Context: an optimization exercise on an open-source flow, tuned for small area, a short achievable clock period and few clock cycles per item. The choices shown serve that exercise and are no tape-out recipe.
No functional check of the RTL was part of any run shown here.

## flow/design.v (module list and top-level ports; edited modules follow where they fit)
// module dct8_stream: 2708 lines
// module dct_fa: 10 lines
// module dct_ha: 9 lines
// module dct_addsub: 16 lines
// module dct_carry: 31 lines
// module dct_carry_ci: 13 lines
// module dct_sum: 11 lines
// module dct_sum_co: 12 lines
// module dct_out: 19 lines
module dct8_stream #(
    parameter int IN_W        = 8,
    parameter int OUT_W       = 14,
    parameter int LEVEL_SHIFT = 0
) (
    input  logic                    clk,
    input  logic                    rst,
    input  logic                    en,
    input  logic                    in_valid,
    output logic                    in_ready,
    input  logic [IN_W-1:0]         x0,
    input  logic [IN_W-1:0]         x1,
    input  logic [IN_W-1:0]         x2,
    input  logic [IN_W-1:0]         x3,
    input  logic [IN_W-1:0]         x4,
    input  logic [IN_W-1:0]         x5,
    input  logic [IN_W-1:0]         x6,
    input  logic [IN_W-1:0]         x7,
    output logic                    out_valid,
    input  logic                    out_ready,
    output logic signed [OUT_W-1:0] y0,
    output logic signed [OUT_W-1:0] y1,
    output logic signed [OUT_W-1:0] y2,
    output logic signed [OUT_W-1:0] y3,
    output logic signed [OUT_W-1:0] y4,
    output logic signed [OUT_W-1:0] y5,
    output logic signed [OUT_W-1:0] y6,
    output logic signed [OUT_W-1:0] y7
);
  // ...
==> flow/flow/run.sh <==
#!/bin/bash
# Standard ORFS layout, with repair_timing aiming below the clock period and
# plain buffers on the ports.
set -euo pipefail
bash standard.sh SETUP_SLACK_MARGIN=7.4 "BUFFER_PORTS_ARGS=-buffer_cell sky130_fd_sc_hd__buf_2" finish > standard_flow.log 2>&1
==> flow/standard.sh <==
#!/bin/bash
# synth_recipe.tcl (not shown) runs the flow's synth.tcl, then flattens the netlist and writes it again
# the make line also repeats each setting of config.mk as NAME=value (left out here)
make -C /OpenROAD-flow-scripts/flow DESIGN_CONFIG=/design/flow/config.mk WORK_HOME=/design/flow/orfs CLKGATE_MAP_FILE= SYNTH_SCRIPT=/design/flow/synth_recipe.tcl "${@:-finish}"
==> flow/config.mk <==
export PLATFORM = sky130hd
export DESIGN_NAME = dct8_stream
export DESIGN_NICKNAME = dct8_stream
export VERILOG_FILES = /design/flow/design.v
export SDC_FILE = /design/flow/constraint.sdc
export NUM_CORES = 4
export LEC_CHECK = 0
export CAP_MARGIN = 20
export CORE_MARGIN = 2
export CORE_UTILIZATION = 50
export SLEW_MARGIN = 20
export SYNTH_HIERARCHICAL = 1
==> flow/constraint.sdc <==
create_clock -name core_clock -period 12.0 [get_ports {clk}]
set_input_delay 2.4000 -clock core_clock [delete_from_list [all_inputs] [get_ports {clk}]]
set_output_delay 2.4000 -clock core_clock [all_outputs]
set_load 0.01 [all_outputs]
==> metrics.cfg, run 1 <==
[clock_network]
cts_setup_buffers = 30
cts_root_buffer = clkbuf_16

[critical_path]
cp-end-kind = flip-flop
max_stage_delay_ns = 0.50
critPathCapture = t2_u1r[4]
cp.arrival_ns = 4.91

[timing]
fmax_mhz = 217
slew_headroom_pct = 26.4
hold_ws_ns = 0.503
setup-tns-final_ns = 0
setup_viol = 0

[job]
maxCapViolations = 0

[routing]
dr.max_layer_used = met4

[final_layout]
final_area_um2 = 40400
seq_share_pct = 18.5
largest_class = multi-input combinational cells

[outcome]
status = finished clean

[global_routing]
grt_usage_pct = 24.5
gr-total-overflow = 0

[floorplan]
die-width_um = 270
core_um2 = 70100
num_io_pins = 183

[logic_synthesis]
syn_inst = 2865
syn_area_um2 = 35500

[place]
io_buffers = 178
gp_congestion = 0.885

==> module dct_addsub, before the edit <==
module dct_addsub #(
    parameter int W   = 9,
    parameter int SUB = 0
) (
    input  logic [W-1:0] a,
    input  logic [W-1:0] b,
    output logic [W:0]   y,
    output logic [W:0]   yn
);
    if (SUB != 0) begin : g_sub
        assign y = {1'b0, a} - {1'b0, b};
    end else begin : g_add
        assign y = {1'b0, a} + {1'b0, b};
    end
    assign yn = ~y;
endmodule
==> inputs of run 2 (changes only) <==
--- a/flow/design.v
+++ b/flow/design.v
@@ -63,26 +63,25 @@
     assign xin[7] = x7;
     always_ff @(posedge clk) begin
         if (~sv)
             for (int i = 0; i < 8; i++) sk[i] <= xin[i];
     end
     always_comb
         for (int i = 0; i < 8; i++) xm[i] = sv ? sk[i] : xin[i];
     logic [8:0] a_n [4];
-    logic [8:0] an_n [4];    
     logic [8:0] b_n [4];
     for (genvar i = 0; i < 4; i++) begin : g_bfly
-        dct_addsub #(.W(8), .SUB(0)) ua (.a(xm[i]), .b(xm[7-i]), .y(a_n[i]), .yn(an_n[i]));
-        dct_addsub #(.W(8), .SUB(1)) ub (.a(xm[i]), .b(xm[7-i]), .y(b_n[i]), .yn());
+        dct_addsub #(.W(8), .SUB(0)) ua (.a(xm[i]), .b(xm[7-i]), .y(a_n[i]));
+        dct_addsub #(.W(8), .SUB(1)) ub (.a(xm[i]), .b(xm[7-i]), .y(b_n[i]));
     end
     logic [8:0] ss_n, sc_n, es_n, ec_n;
     for (genvar j = 0; j < 9; j++) begin : g_l1
         dct_fa us (.a(a_n[0][j]), .b(a_n[1][j]), .c(a_n[2][j]), .s(ss_n[j]), .co(sc_n[j]));
-        dct_fa ue (.a(a_n[1][j]), .b(a_n[2][j]), .c(an_n[0][j]), .s(es_n[j]), .co(ec_n[j]));
+        dct_fa ue (.a(a_n[1][j]), .b(a_n[2][j]), .c(~a_n[0][j]), .s(es_n[j]), .co(ec_n[j]));
     end
     logic [8:0] ss_r, sc_r, es_r, ec_r;
     logic [8:0] a0_r, a1_r, a2_r, a3_r;
     logic [8:0] b0_r, b1_r, b2_r, b3_r;
     always_ff @(posedge clk) begin
         if (en & r2) begin
             ss_r <= ss_n;
             sc_r <= sc_n;
@@ -1764,18 +1763,18 @@
     assign c18 = es_r[1] | ec_r[0];
     dct_fa us19 (.a(es_r[2]), .b(ec_r[1]), .c(~a3_r[2]), .s(s19), .co(c20));
     dct_fa us21 (.a(es_r[3]), .b(ec_r[2]), .c(~a3_r[3]), .s(s21), .co(c22));
     dct_fa us23 (.a(es_r[4]), .b(ec_r[3]), .c(~a3_r[4]), .s(s23), .co(c24));
     dct_fa us25 (.a(es_r[5]), .b(ec_r[4]), .c(~a3_r[5]), .s(s25), .co(c26));
     dct_fa us27 (.a(es_r[6]), .b(ec_r[5]), .c(~a3_r[6]), .s(s27), .co(c28));
     dct_fa us29 (.a(es_r[7]), .b(ec_r[6]), .c(~a3_r[7]), .s(s29), .co(c30));
     dct_fa us31 (.a(es_r[8]), .b(ec_r[7]), .c(~a3_r[8]), .s(s31), .co(c32));
-    dct_addsub #(.W(9), .SUB(1)) ud0 (.a(a0_r), .b(a3_r), .y(d0), .yn());
-    dct_addsub #(.W(9), .SUB(1)) ud1 (.a(a1_r), .b(a2_r), .y(d1), .yn());
+    dct_sub_cs ud0 (.a(a0_r), .b(a3_r), .y(d0));
+    dct_sub_cs ud1 (.a(a1_r), .b(a2_r), .y(d1));
     dct_fa us33 (.a(~a3_r[0]), .b(a3_r[1]), .c(ss_r[0]), .s(s33), .co(c34));
     dct_fa us35 (.a(sc_r[8]), .b(a3_r[1]), .c(ss_r[0]), .s(s35), .co(c36));
     dct_ha us37 (.a(s1), .b(c16), .s(s37), .co(c38));
     dct_ha us39 (.a(c2), .b(c14), .s(s39), .co(c40));
     dct_fa us41 (.a(ss_r[0]), .b(a3_r[0]), .c(a3_r[1]), .s(s41), .co(c42));
     dct_ha us43 (.a(c10), .b(c6), .s(s43), .co(c44));
     dct_fa us45 (.a(a3_r[1]), .b(c12), .c(c8), .s(s45), .co(c46));
     dct_fa us47 (.a(s1), .b(c4), .c(s5), .s(s47), .co(c48));
@@ -2726,25 +2725,23 @@
     assign co = a & b;
 endmodule
 module dct_addsub #(
     parameter int W   = 9,
     parameter int SUB = 0
 ) (
     input  logic [W-1:0] a,
     input  logic [W-1:0] b,
-    output logic [W:0]   y,
-    output logic [W:0]   yn
+    output logic [W:0]   y
 );
     if (SUB != 0) begin : g_sub
         assign y = {1'b0, a} - {1'b0, b};
     end else begin : g_add
         assign y = {1'b0, a} + {1'b0, b};
     end
-    assign yn = ~y;
 endmodule
 module dct_carry #(
     parameter int         W  = 8,
     parameter logic [W-1:0] IA = '0,
     parameter logic [W-1:0] IB = '0
 ) (
     input  logic [W-1:0] a,
     input  logic [W-1:0] b,
@@ -2822,8 +2819,39 @@
     for (genvar j = 1; j < 5; j++) begin : g_p
         assign p0[j] = &u0[j-1:0];
         assign p1[j] = &u1[j-1:0];
     end
     assign ch     = c5 | (cl & (&u0));
     assign y[4:0] = u0 ^ ({5{cl}} & p0);
     assign y[9:5] = u1 ^ ({5{ch}} & p1);
 endmodule
+module dct_sub_cs (
+    input  logic [8:0] a,
+    input  logic [8:0] b,
+    output logic [9:0] y
+);
+    logic [4:0] lo, h0, h1;
+    logic       c5;
+    dct_subl u_lo (.a(a[4:0]), .b(b[4:0]), .y(lo), .co(c5));
+    dct_subh #(.CI(0)) u_h0 (.a(a[8:5]), .b(b[8:5]), .y(h0));
+    dct_subh #(.CI(1)) u_h1 (.a(a[8:5]), .b(b[8:5]), .y(h1));
+    assign y = {c5 ? h1 : h0, lo};
+endmodule
+module dct_subl (
+    input  logic [4:0] a,
+    input  logic [4:0] b,
+    output logic [4:0] y,
+    output logic       co
+);
+    assign {co, y} = {1'b0, a} + {1'b0, ~b} + 6'd1;
+endmodule
+module dct_subh #(
+    parameter int CI = 0
+) (
+    input  logic [3:0] a,
+    input  logic [3:0] b,
+    output logic [4:0] y
+);
+    logic [4:0] t;
+    assign t = {1'b0, a} + {1'b0, ~b} + 5'(CI);
+    assign y = {~t[4], t[3:0]};
+endmodule
==> metrics.cfg, run 2 <==
[critical_path]
cp-end-kind = flip-flop  ; unchanged
crit_family = adder cells  ; unchanged
max_stage_delay_ns = 0.50  ; about the same
crit_slowest_cell = fa_1  ; unchanged
start_kind = flip-flop  ; unchanged
critPathKind = reg -> reg  ; unchanged
reg2reg_from = a2_r[5]  ; was a3_r[0]
cp.arrival_ns = 4.98  ; was 4.91 ns
crit_fanout = 2  ; was 6
cp_common_cell = inv_1
crit_buf_inv = 5  ; unchanged
required_ns = 12.31  ; was 12.30 ns
worstPathCellList = inv_1 > ha_1 > inv_1 > fa_1 > inv_1 > a21o_1 > a21oi_1 > mux2_4 > ha_1 > fa_1 > inv_1 > fa_1 > fa_1 > inv_1 > ha_1 > fa_2 > a21o_1 > a21oi_2 > xnor2_1  ; was ha_2 > inv_2 > fa_2 > a21oi_2 > nor2_2 > nor3_2 > o21ba_4 > xnor2_4 > buf_6 > buf_6 > buf_6 > fa_1 > fa_1 > fa_1 > ha_2 > inv_1 > fa_2 > nand2b_1 > a21oi_2 > xnor2_1
startpoint = a2_r[5]  ; was a3_r[0]
reg2reg_slack_ns = 7.33  ; was 7.39 ns

[logic_synthesis]
synth_most_common_cell = fa_1
yosysTopAreaCell = fa_1
netlist_top_cells_area = fa_1 (42%), edfxtp_1 (17%), ha_1 (10%), inv_1 (6.4%), dfxtp_1 (3.8%)
synth-edff-count = 204
ys.flop_type = edfxtp_1
synth_top_family_by_area = adder cells
ys_ff_latch = 271
synth.avg_cell_area_um2 = 12.3  ; was 12.4 um^2
yosys.area_share.simple_pct = 4.78
async_flop_share_pct = 0
synth.distinct_cells = 76
synth-adder-area-share_pct = 52.8
yosys-top-cells-count = fa_1 (749), inv_1 (603), ha_1 (292), edfxtp_1 (204), xnor2_1 (86)
synth_top_area_share_pct = 42.3
yosysSeqAreaShare_pct = 21.0
synth_warnings = 61  ; was 62
syn_area_um2 = 35500  ; about the same
synth.area.mux_share_pct = 2.57
syn_inst = 2874  ; was 2,865
synthXorXnorAreaFrac_pct = 3.60
synth-compound-area-share_pct = 7.98

[timing]
rsz0062_at_grt = true  ; unchanged
worst_slew_pin_slew_ns = 1.00  ; was 1.10 ns
setup-tns-final_ns = 0  ; unchanged
drv_slew = 0  ; unchanged
min_period_over_period_pct = 38.9  ; was 38.4%
period_minus_slack_ns = 4.67  ; was 4.61 ns
hold_ws_ns = 0.492  ; was 0.503 ns
hold_viol = 0  ; unchanged
slew_headroom_pct = 33.3  ; was 26.4%
skew_ns = 0.0330  ; was 0.0211 ns
fmax_mhz = 214  ; was 217 MHz
setup_viol = 0  ; unchanged

[final_layout]
largest_reg_flops = 64  ; unchanged
final_cell_mix = fa_1 (701), inv_1 (586), ha_1 (265), edfxtp_1 (204), buf_2 (178)  ; was fa_1 (699), inv_1 (562), ha_1 (252), edfxtp_1 (204), buf_2 (178)
antenna_cells = 0  ; unchanged
final_area_um2 = 40300  ; was 40,400 um^2
layout_commonest_cell = fa_1  ; unchanged
syn2layout_area_growth_pct = 13.7  ; was 14.0%
max_flop_register = sk  ; unchanged
drive_gt1_share_pct = 19.8  ; was 20.6%
nets = 4315  ; was 4,290

[routing]
drt_iter0_drc = 1076  ; was 1,397
num_vias = 22100  ; about the same
routed_via_density = 5.30  ; was 5.31
drtAntennaViolNets = 0  ; unchanged
drc = 0  ; unchanged
routedWlPerCell_um = 19.8  ; was 20.7 um
drtPass1Iterations = 7  ; was 5
finalWirelength_mm = 82.6  ; was 85.9 mm

[place]
dpl_cell_area_um2 = 37800  ; was 38,000 um^2
io_buffers = 178  ; unchanged
hpwl_mm = 64.1  ; was 66.5 mm
gp_congestion = 0.872  ; was 0.885

[clock_network]
cts_made_buffers = 36  ; unchanged
ctsHoldBuffers = 0  ; unchanged
cts_buffer_depth = 3  ; unchanged
clk_pin_slew_ns = 0.06  ; was 0.05 ns
clock_latency_ns = 0.57  ; about the same
cts_root_buffer = clkbuf_16  ; unchanged
cts_tree = yes  ; unchanged
clkSinkCount = 271  ; unchanged
htreeDepth = 2  ; unchanged

[global_routing]
grt_usage_pct = 23.7  ; was 24.5%
grt_pass1_wl_mm = 134  ; was 137 mm
gr-total-overflow = 0  ; unchanged
first_global_vias = 24700  ; was 24,400
grt_max_degree = 76  ; was 86
antenna_found_initial = 1  ; unchanged

[floorplan]
die_area_um2 = 73100  ; was 73,000 um^2
rows = 97  ; unchanged
initial_core_util_pct = 50.6  ; was 50.5%
core_um2 = 70100  ; unchanged
num_io_pins = 183  ; unchanged
die_h_um = 270  ; about the same
die-width_um = 270  ; about the same

[hold_path]
hold_path_class = reg -> reg  ; unchanged
hp-start = sk[6][5]  ; was sk[1][0]

[job]
maxCapViolations = 0  ; unchanged

[outcome]
status = finished clean  ; unchanged

-- run 2: modules after synthesis, one instance, submodules excluded, excerpt --
module | area [um^2] | cells inside | copies in the design
dct8_stream | 10500 | 806 | 1
dct_sub_cs | 56.3 | 5 | 2
dct_ha | 12.5 | 1 | 68
dct_subl | 205 | 29 | 2
dct_out | 208 | 29 | 8
dct_fa | 20.0 | 1 | 719
-- run 2: metal layers --
layer  track usage, %  up-vias  part of all wire, %
met1             29.2    11600                   39
met4             6.62        2                  3.3
met2             42.6      414                   53
met5                0        -                0.019
li1                 -     9962                    -
met3             4.27      143                  4.6
-- run 2: worst paths after layout --
| kind | depth (start not counted) | endpoint |
|---|---|---|
| min reg2reg | 1 | sk[6][5] |
| max reg2reg | 19 | t6_u0r[4] |
| min | 1 | sk[6][5] |
| max | 19 | t6_u0r[4] |
-- run 2: final cells by class --
| type | count | area [um^2] |
|---|---|---|
| fill | 5862 | 29800 |
| multi-input combinational | 1978 | 26100 |
| sequential | 271 | 7470 |
| inverter | 604 | 2290 |
| timing repair buffer | 314 | 2040 |
| tap | 940 | 1180 |
| clock buffer | 44 | 1040 |
| clock inverter | 22 | 278 |
-- run 2: stage by stage --
stage	util, %	setup slack [ns]	instances
finish	57.5	7.33	4173
global route	57.5	7.20	4173
CTS	56.3	7.34	4110
detailed placement	53.9	6.67	4018
global placement	53.9	6.70	4018
floorplan	-	7.10	2892
-- run 2: logic make-up after synthesis --
kind of cell,count (synthesis)
compound gates,385
xor+xnor,146
fa+ha+maj,1048
buf+inv,643
flops,271
mux,82
other cells,2
simple gates,297
-- run 2: repair_timing --
action | 4_1_cts | 5_1_grt
buffers inserted | 26 | 63
endpoints found under the setup margin | 27 | 42
gates resized for setup | 36 | 90
pin swaps | 6 | 58

port drivers added, routing unchanged:
No port has a modelled driver above. Below, the same layouts with a new extraction and two added sets of constraints.
Step 1 assumes that a clkbuf_16 drives the clock port and a buf_2 every other input.
Step 2 times the ports against the registers' clock, not the clock port: input delays grow and output delays shrink by t, the midpoint of the rising clock arrivals with the driver on.
a / b / c = ideal / step 1 / step 2; a / b = the first two.
run	t, ns	setup WS [ns]	worst setup path after step 2
run 1	0.625	7.390 / 7.390 / 6.942	input to register
run 2	0.621	7.330 / 7.330 / 6.901	input to register
After both steps setup and hold are still met in every run listed. For run 1, which loses most, drivers alone change the setup slack by 0.000 ns; drivers and shift together by -0.448 ns.
